Source: an optimization exercise on an open RTL-to-GDS flow (aim: small area). Production flows keep margins and buffers that such runs may drop. Where RTL was checked, it was by simulation tests only, not by an equivalence proof against the original. The flow treats the clock pin as an ideal source. Dropping or thinning the clock tree relies on that and would not hold on a real chip. No activity file was given, so power comes from the tool's default toggle rates.

// tagged_message_frame_parser_top
module tagged_message_frame_parser_top (
    input  logic                  i_clk,
    input  logic                  i_rst_n,
    input  logic                  i_byte_valid,
    output logic                  i_byte_ready,
    input  logic [TAG_W-1:0]      i_byte_in_byte,
    output logic                  o_res_valid,
    input  logic                  o_res_ready,
    output logic [KIND_W-1:0]     o_res_kind,
    output logic [WORD_W-1:0]     o_res_src_id,
    output logic [WORD_W-1:0]     o_res_dest_id,
    output logic [OPC_W-1:0]      o_res_opcode,
    output logic [SIZE_W-1:0]     o_res_packet_len,
    output logic [SIZE_W-1:0]     o_res_message_len,
    output logic [TAG_W-1:0]      o_res_msg_byte,
    output logic                  o_res_last,
    output logic [ERR_W-1:0]      o_res_error_code,
    input  logic                  i_psel,
    input  logic                  i_penable,
    input  logic                  i_pwrite,
    input  logic [APB_ADDR_W-1:0] i_paddr,
    input  logic [APB_DATA_W-1:0] i_pwdata,
    output logic [APB_DATA_W-1:0] o_prdata,
    output logic                  o_pready
);
Size in the first run: roughly 520 cells after synthesis, roughly 130 flip-flops, roughly 220 I/O pins, roughly 5900 um2 of cells after synthesis.
export LEC_CHECK = 0
export ABC_AREA = 1
export CAP_MARGIN = 20
export CORE_MARGIN = 2
export CORE_UTILIZATION = 65
export SLEW_MARGIN = 20
create_clock -name core_clock -period 5.0 [get_ports {i_clk}]
standard.sh (not shown) runs the stock make flow with config.mk's settings and CLKGATE_MAP_FILE= SYNTH_SCRIPT=/design/flow/synth_recipe.tcl, a recipe that flattens the netlist after the stock synthesis.
==> flow/flow/run.sh <==
#!/bin/bash
# Own layout flow: the standard ORFS flow (standard.sh) with
#  - a copy of ORFS's scripts folder whose abc_area.script is replaced by
#    flow/abc_area.script (a stronger area mapping; registers are mapped by
#    dfflibmap as before, so their names and cells are unchanged);
#  - cts.tcl in that copy builds the clock tree with flow/manual_cts.tcl
#    (a root buffer driving 8 leaf buffers, each at the centre of a balanced
#    cluster of flip-flops) instead of clock_tree_synthesis;
#  - extra ORFS settings from flow/extra.mk appended to the standard flow's config.mk
#    (port buffers use buf_1, CTS buffer list, no CTS dummy loads).
# make's output goes to flow_make.log here; ORFS writes each step's log under
# orfs/logs, copied to flow_logs/ at the end.
set -euo pipefail
W=$PWD
rm -rf "$W/orfs_scripts"
cp -r "$FLOW_HOME/scripts" "$W/orfs_scripts"
cp "$W/flow/abc_area.script" "$W/orfs_scripts/abc_area.script"
grep -q '^log_cmd clock_tree_synthesis {\*}\$cts_args$' "$W/orfs_scripts/cts.tcl"
sed -i "s#^log_cmd clock_tree_synthesis {\*}\\\$cts_args\$#source $W/flow/manual_cts.tcl; manual_cts sky130_fd_sc_hd__clkbuf_8 8 sky130_fd_sc_hd__clkbuf_8#" "$W/orfs_scripts/cts.tcl"
grep -q 'manual_cts sky130' "$W/orfs_scripts/cts.tcl"
cp config.mk own_config.mk
cat "$W/flow/extra.mk" >> own_config.mk
sed -e "s#DESIGN_CONFIG=[^ ]*#DESIGN_CONFIG=$W/own_config.mk SCRIPTS_DIR=$W/orfs_scripts#" standard.sh > own_standard.sh
status=0
bash own_standard.sh > flow_make.log 2>&1 || status=$?
cp -r orfs/logs flow_logs || true
exit $status
Other scripts of this flow, unchanged in this note and not shown: flow/flow/abc_area.script, flow/flow/extra.mk, flow/flow/manual_cts.tcl
Next try:
--- a/flow/design.v
+++ b/flow/design.v
@@ -125,33 +125,38 @@
             end
             assign sum[4*g+j] = r_hdr[4*g+j] ^ bw[4*g+j];
         end
     end
     assign bw[SIZE_W] = b4 & pz[7];
     assign cout = ~bw[SIZE_W];
     logic hdr_hi0;
     assign hdr_hi0  = (r_hdr[SIZE_W-1:4] == '0);
     assign sum_zero = hdr_hi0 & (r_hdr[3:0] == 4'd12);
     assign sum_one  = hdr_hi0 & (r_hdr[3:0] == (st_msgn ? 4'd2 : 4'd13));
-    logic [7:0] tag_val, len_val;
-    logic       match, match_len, match_l3;
-    assign tag_val = st_hunt ? r_hdr_tag : ((idx == 2'd3) ? r_str_tag : r_uint_tag);
-    assign match   = (b == tag_val);
-    always_comb begin
-        case (idx)
-            2'd0:    len_val = {4'b0, sum[27:24]};
-            2'd1:    len_val = sum[23:16];
-            default: len_val = sum[15:8];
-        endcase
-    end
-    assign match_len = (b == len_val);
-    assign match_l3  = (b == sum[7:0]);
+    logic sel_h, sel_u, sel_s, sel_l0, sel_l1, sel_l2, sel_l3;
+    logic [7:0] cmp_val;
+    logic       match;
+    assign sel_h  = st_hunt;
+    assign sel_u  = st_tag & (idx != 2'd3);
+    assign sel_s  = st_tag & (idx == 2'd3);
+    assign sel_l0 = st_len & (idx == 2'd0);
+    assign sel_l1 = st_len & (idx == 2'd1);
+    assign sel_l2 = st_len & (idx == 2'd2);
+    assign sel_l3 = st_len & (idx == 2'd3);
+    assign cmp_val = ({8{sel_h}}  & r_hdr_tag)  |
+                     ({8{sel_u}}  & r_uint_tag) |
+                     ({8{sel_s}}  & r_str_tag)  |
+                     ({8{sel_l0}} & {4'b0, sum[27:24]}) |
+                     ({8{sel_l1}} & sum[23:16]) |
+                     ({8{sel_l2}} & sum[15:8])  |
+                     ({8{sel_l3}} & sum[7:0]);
+    assign match = (b == cmp_val);
     always_comb begin
         n_st    = r_st;
         n_lenok = r_lenok;
         res     = 1'b0;
         if (st_hunt) begin
             if (match) n_st = S_HDR0;
         end else if (st_tag) begin
             if (idx == 2'd3) begin
                 res = 1'b1;
                 if (!match)          n_st = S_H_E1;
@@ -165,22 +170,22 @@
                     n_st = {3'(idx) + 3'd2, 2'b00};
                 end
             end
         end else if (st_msg) begin
             res = 1'b1;
             n_st = sum_one ? S_H_B : S_MSGN;
         end else begin
             n_st = r_st + 5'd1;
             if (idx == 2'd3) n_st = {3'b000, 2'(r_st[4:2] - 3'd1)};
             if (st_len) begin
-                n_lenok = (idx == 2'd0 ? cout : r_lenok) & match_len;
-                if (idx == 2'd3 && !(r_lenok && match_l3)) begin
+                n_lenok = (idx == 2'd0 ? cout : r_lenok) & match;
+                if (idx == 2'd3 && !n_lenok) begin
                     res  = 1'b1;
                     n_st = S_H_E2;
                 end
             end
         end
     end
     always_ff @(posedge i_clk) begin
         if (!i_rst_n) begin
             r_hdr_tag_n  <= '1;
             r_uint_tag_n <= '1;
Result:
- routed wire length rises by 6.8%
- final area does not change
- synthesized area falls by 2.1%
- core utilization rises by 0.75 points
- sequential share of layout area stays the same
- fmax rises by 1.0%
- cell count barely changes
- combinational power falls by 54%
- worst setup slack is better by 0.047 ns
- synthesized cell count falls by 2.9%
Only the layout flow was run in the first run of this note; the RTL was not checked for function there. No run of this note takes its clock network from TritonCTS; it comes from the design's own scripts or RTL.

-- static timing again, ports no longer ideal --
The flow's constraints put no driver on any port. The routed layouts listed below were extracted and timed again, unchanged, in two steps.
Step 1 sets driving cells, clkbuf_16 on the clock port and buf_2 on the other inputs (assumed; they add their load-dependent delay and slew).
Step 2 times the ports against the registers' clock, not the clock port: input delays grow and output delays shrink by t, the midpoint of the rising clock arrivals with the driver on.
Slacks: ideal ports / drivers / drivers and shift; pairs: ideal ports / drivers.
run | shift t [ns] | setup slack, ns | worst setup path at the end | slew at the worst register clock pin (ns) | pins driven straight from the clock port
the first run | 0.427 | 0.363 / 0.328 / 0.405 | register to register | 0.10 / 0.10 | 1
the second run | 0.414 | 0.410 / 0.374 / 0.412 | register to register | 0.10 / 0.10 | 1
After both steps setup and hold are still met in every run listed.
